Context: an optimization exercise on an open-source flow, tuned for small area, a short achievable clock period and few clock cycles per item. The choices shown serve that exercise and are no tape-out recipe.
Where RTL was checked, it was by simulation tests only, not by an equivalence proof against the original.
Power is estimated from default activity; no workload was simulated.

==> flow/design.v (excerpt) <==
module ysyx_25030085_mc_core #(
   parameter logic [31:0] RESET_PC = 32'h8000_0000,
   parameter int          NR_REGS  = 16
) (
   input  logic        clk,
   input  logic        rst,
   output logic        ifu_req_valid,
   input  logic        ifu_req_ready,
   output logic [31:0] ifu_req_addr,
   input  logic        ifu_rsp_valid,
   input  logic [31:0] ifu_rsp_inst,
   output logic [31:0] pc_out,
   output logic        commit_valid,
   output logic [31:0] commit_pc,
   output logic [4:0]  commit_rd,
   output logic [31:0] commit_wdata,
   output logic        halt,
   output logic        illegal
);
==> flow/config.mk <==
export PLATFORM = sky130hd
export DESIGN_NAME = ysyx_25030085_mc_core
export DESIGN_NICKNAME = ysyx_25030085_mc_core
export VERILOG_FILES = /design/flow/design.v
export SDC_FILE = /design/flow/constraint.sdc
export NUM_CORES = 4
export LEC_CHECK = 0
export CAP_MARGIN = 20
export CORE_MARGIN = 2
export CORE_UTILIZATION = 55
export SETUP_SLACK_MARGIN = 2.5
export SLEW_MARGIN = 20
==> flow/constraint.sdc <==
create_clock -name core_clock -period 12.0 [get_ports {clk}]
set_input_delay 2.4000 -clock core_clock [delete_from_list [all_inputs] [get_ports {clk}]]
set_output_delay 2.4000 -clock core_clock [all_outputs]
set_load 0.01 [all_outputs]
run.sh (not shown) runs the stock make flow with config.mk's settings and CLKGATE_MAP_FILE= SYNTH_SCRIPT=/design/flow/synth_recipe.tcl, a recipe that flattens the netlist after the stock synthesis.
The starting point ran to the end with no violations.
==> next run, changes <==
Settings changed: SETUP_SLACK_MARGIN 2.5 to 5.
What happened: Power is higher by 3.2%. Worst setup slack is better by 0.048 ns. Non-clock buffer count is higher by 110. Sequential share of layout area is lower by 3.0 points. Routed wire length is higher by 4.2%. Synthesized cell count is unchanged. Critical path depth is lower by 23. Final area is higher by 6.8%.
No functional check of the RTL was part of any run of this note.

Another version of the RTL of ysyx_25030085_mc_core (not shown whole).
Size: roughly 2200 cells after synthesis, ~530 flip-flops, ~170 I/O pins, about 27000 um2 of cells after synthesis.
Settings: LEC_CHECK=0, CAP_MARGIN=20, CORE_MARGIN=2, CORE_UTILIZATION=55, SETUP_SLACK_MARGIN=3, SLEW_MARGIN=20; clock period 12.0 ns.
standard.sh (not shown) runs the stock make flow with config.mk's settings and CLKGATE_MAP_FILE= SYNTH_SCRIPT=/design/flow/synth_recipe.tcl, a recipe that flattens the netlist after the stock synthesis.
==> flow/flow/run.sh <==
#!/bin/bash
# The standard layout (the standard.sh, standard synthesis unchanged),
# with two changes to how the layout is made:
#  - clock tree: clkbuf_8 buffers in clusters of up to 10 sinks and no dummy
#    loads, so the tree needs fewer and smaller buffers;
#  - port buffers: every input and output port still gets its own buffer,
#    but it starts as buf_1 (timing repair resizes it where needed).
# Each tool's full output goes to the ORFS logs under orfs/logs; make's own
# output goes to flow_make.log here.
set -euo pipefail
bash standard.sh \
  CTS_ARGS="-sink_clustering_enable -repair_clock_nets -dont_use_dummy_load -buf_list sky130_fd_sc_hd__clkbuf_8 -sink_clustering_size 10 -sink_clustering_max_diameter 50" \
  BUFFER_PORTS_ARGS="-buffer_cell sky130_fd_sc_hd__buf_1" \
  finish > flow_make.log 2>&1
Testbench counts at the start, summed over its fixed seeds: cycles 32,451, instrs 32,387.
==> next run, changes <==
==> flow/run.sh (new file) <==
#!/bin/bash
# synth_recipe.tcl (not shown) runs the flow's synth.tcl, then flattens the netlist and writes it again
# the make line also repeats each setting of config.mk as NAME=value (left out here)
make -C /OpenROAD-flow-scripts/flow DESIGN_CONFIG=/design/flow/config.mk WORK_HOME=/design/flow/orfs CLKGATE_MAP_FILE= SYNTH_SCRIPT=/design/flow/synth_recipe.tcl finish
SETUP_SLACK_MARGIN = 2   (was 3)
TNS_END_PERCENT = 5   (was default)
removed: flow/flow/run.sh
removed: flow/standard.sh
The changed run finished with timing, DRC and antenna clean.
Die area is unchanged.
Power grows by 17%.
Wire length shrinks by 7.9%.
Count of clock-buffer cells in the layout fell by 7.
Cell count decreases by 3.0%.
Via count goes down by 5.0%.
Critical path depth goes up by 2.
==> next run, changes <==
==> flow/flow/run.sh (new file) <==
#!/bin/bash
# The standard layout (the standard.sh, standard synthesis unchanged),
# with these changes to how the layout is made:
#  - clock tree: clkbuf_8 buffers in clusters of up to 10 sinks and no dummy
#    loads, so the tree needs fewer and smaller buffers;
#  - port buffers: every input and output port still gets its own buffer,
#    but it starts as buf_1 (timing repair resizes it where needed);
set -euo pipefail
ARGS=(
  CTS_ARGS="-sink_clustering_enable -repair_clock_nets -dont_use_dummy_load -buf_list sky130_fd_sc_hd__clkbuf_8 -sink_clustering_size 10 -sink_clustering_max_diameter 50"
  BUFFER_PORTS_ARGS="-buffer_cell sky130_fd_sc_hd__buf_1"
)
bash standard.sh "${ARGS[@]}" cts > flow_make_cts.log 2>&1
bash standard.sh "${ARGS[@]}" SETUP_SLACK_MARGIN=2.6 finish > flow_make_finish.log 2>&1
==> flow/standard.sh (new file) <==
#!/bin/bash
# synth_recipe.tcl (not shown) runs the flow's synth.tcl, then flattens the netlist and writes it again
# the make line also repeats each setting of config.mk as NAME=value (left out here)
make -C /OpenROAD-flow-scripts/flow DESIGN_CONFIG=/design/flow/config.mk WORK_HOME=/design/flow/orfs CLKGATE_MAP_FILE= SYNTH_SCRIPT=/design/flow/synth_recipe.tcl "${@:-finish}"
SETUP_SLACK_MARGIN = 3   (was 2)
TNS_END_PERCENT = default   (was 5)
removed: flow/run.sh
After rerunning: Routed wire length went up by 7.7%; die area does not change; setup slack improves by 0.96 ns; total power came out lower by 15%.

separate check: timing with driven ports:
No port has a modelled driver above. Below, the same layouts with a new extraction and two added sets of constraints.
Step 1 (the two cells are an assumption about what drives the block):
set clk [get_ports {clk}]
set_driving_cell -lib_cell sky130_fd_sc_hd__clkbuf_16 $clk
set_driving_cell -lib_cell sky130_fd_sc_hd__buf_2 [delete_from_list [all_inputs] $clk]
Step 2 times the ports against the registers' clock, not the clock port: input delays grow and output delays shrink by t, the midpoint of the rising clock arrivals with the driver on.
Three values: ideal ports, drivers, drivers and shift; two values: the first two.
| run | t, ns | setup WS [ns] | worst setup path after step 2 | clock arrival spread, ns |
|---|---|---|---|---|
| the first run of note 1 | 0.685 | 2.508 / 2.513 / 1.854 | input to register | 0.033 / 0.033 |
| the second run of note 1 | 0.705 | 2.556 / 2.503 / 2.503 | input to output | 0.021 / 0.020 |
| the first run of note 2 | 0.726 | 2.582 / 2.550 / 2.550 | input to output | 0.089 / 0.088 |
| the second run of note 2 | 0.694 | 1.663 / 1.633 / 1.633 | input to output | 0.022 / 0.022 |
| the third run of note 2 | 0.736 | 2.618 / 2.586 / 2.586 | input to output | 0.086 / 0.086 |
After both steps every run listed still meets setup and hold. For the first run of note 1, which loses most, drivers alone change the setup slack by +0.005 ns; drivers and shift together by -0.654 ns.
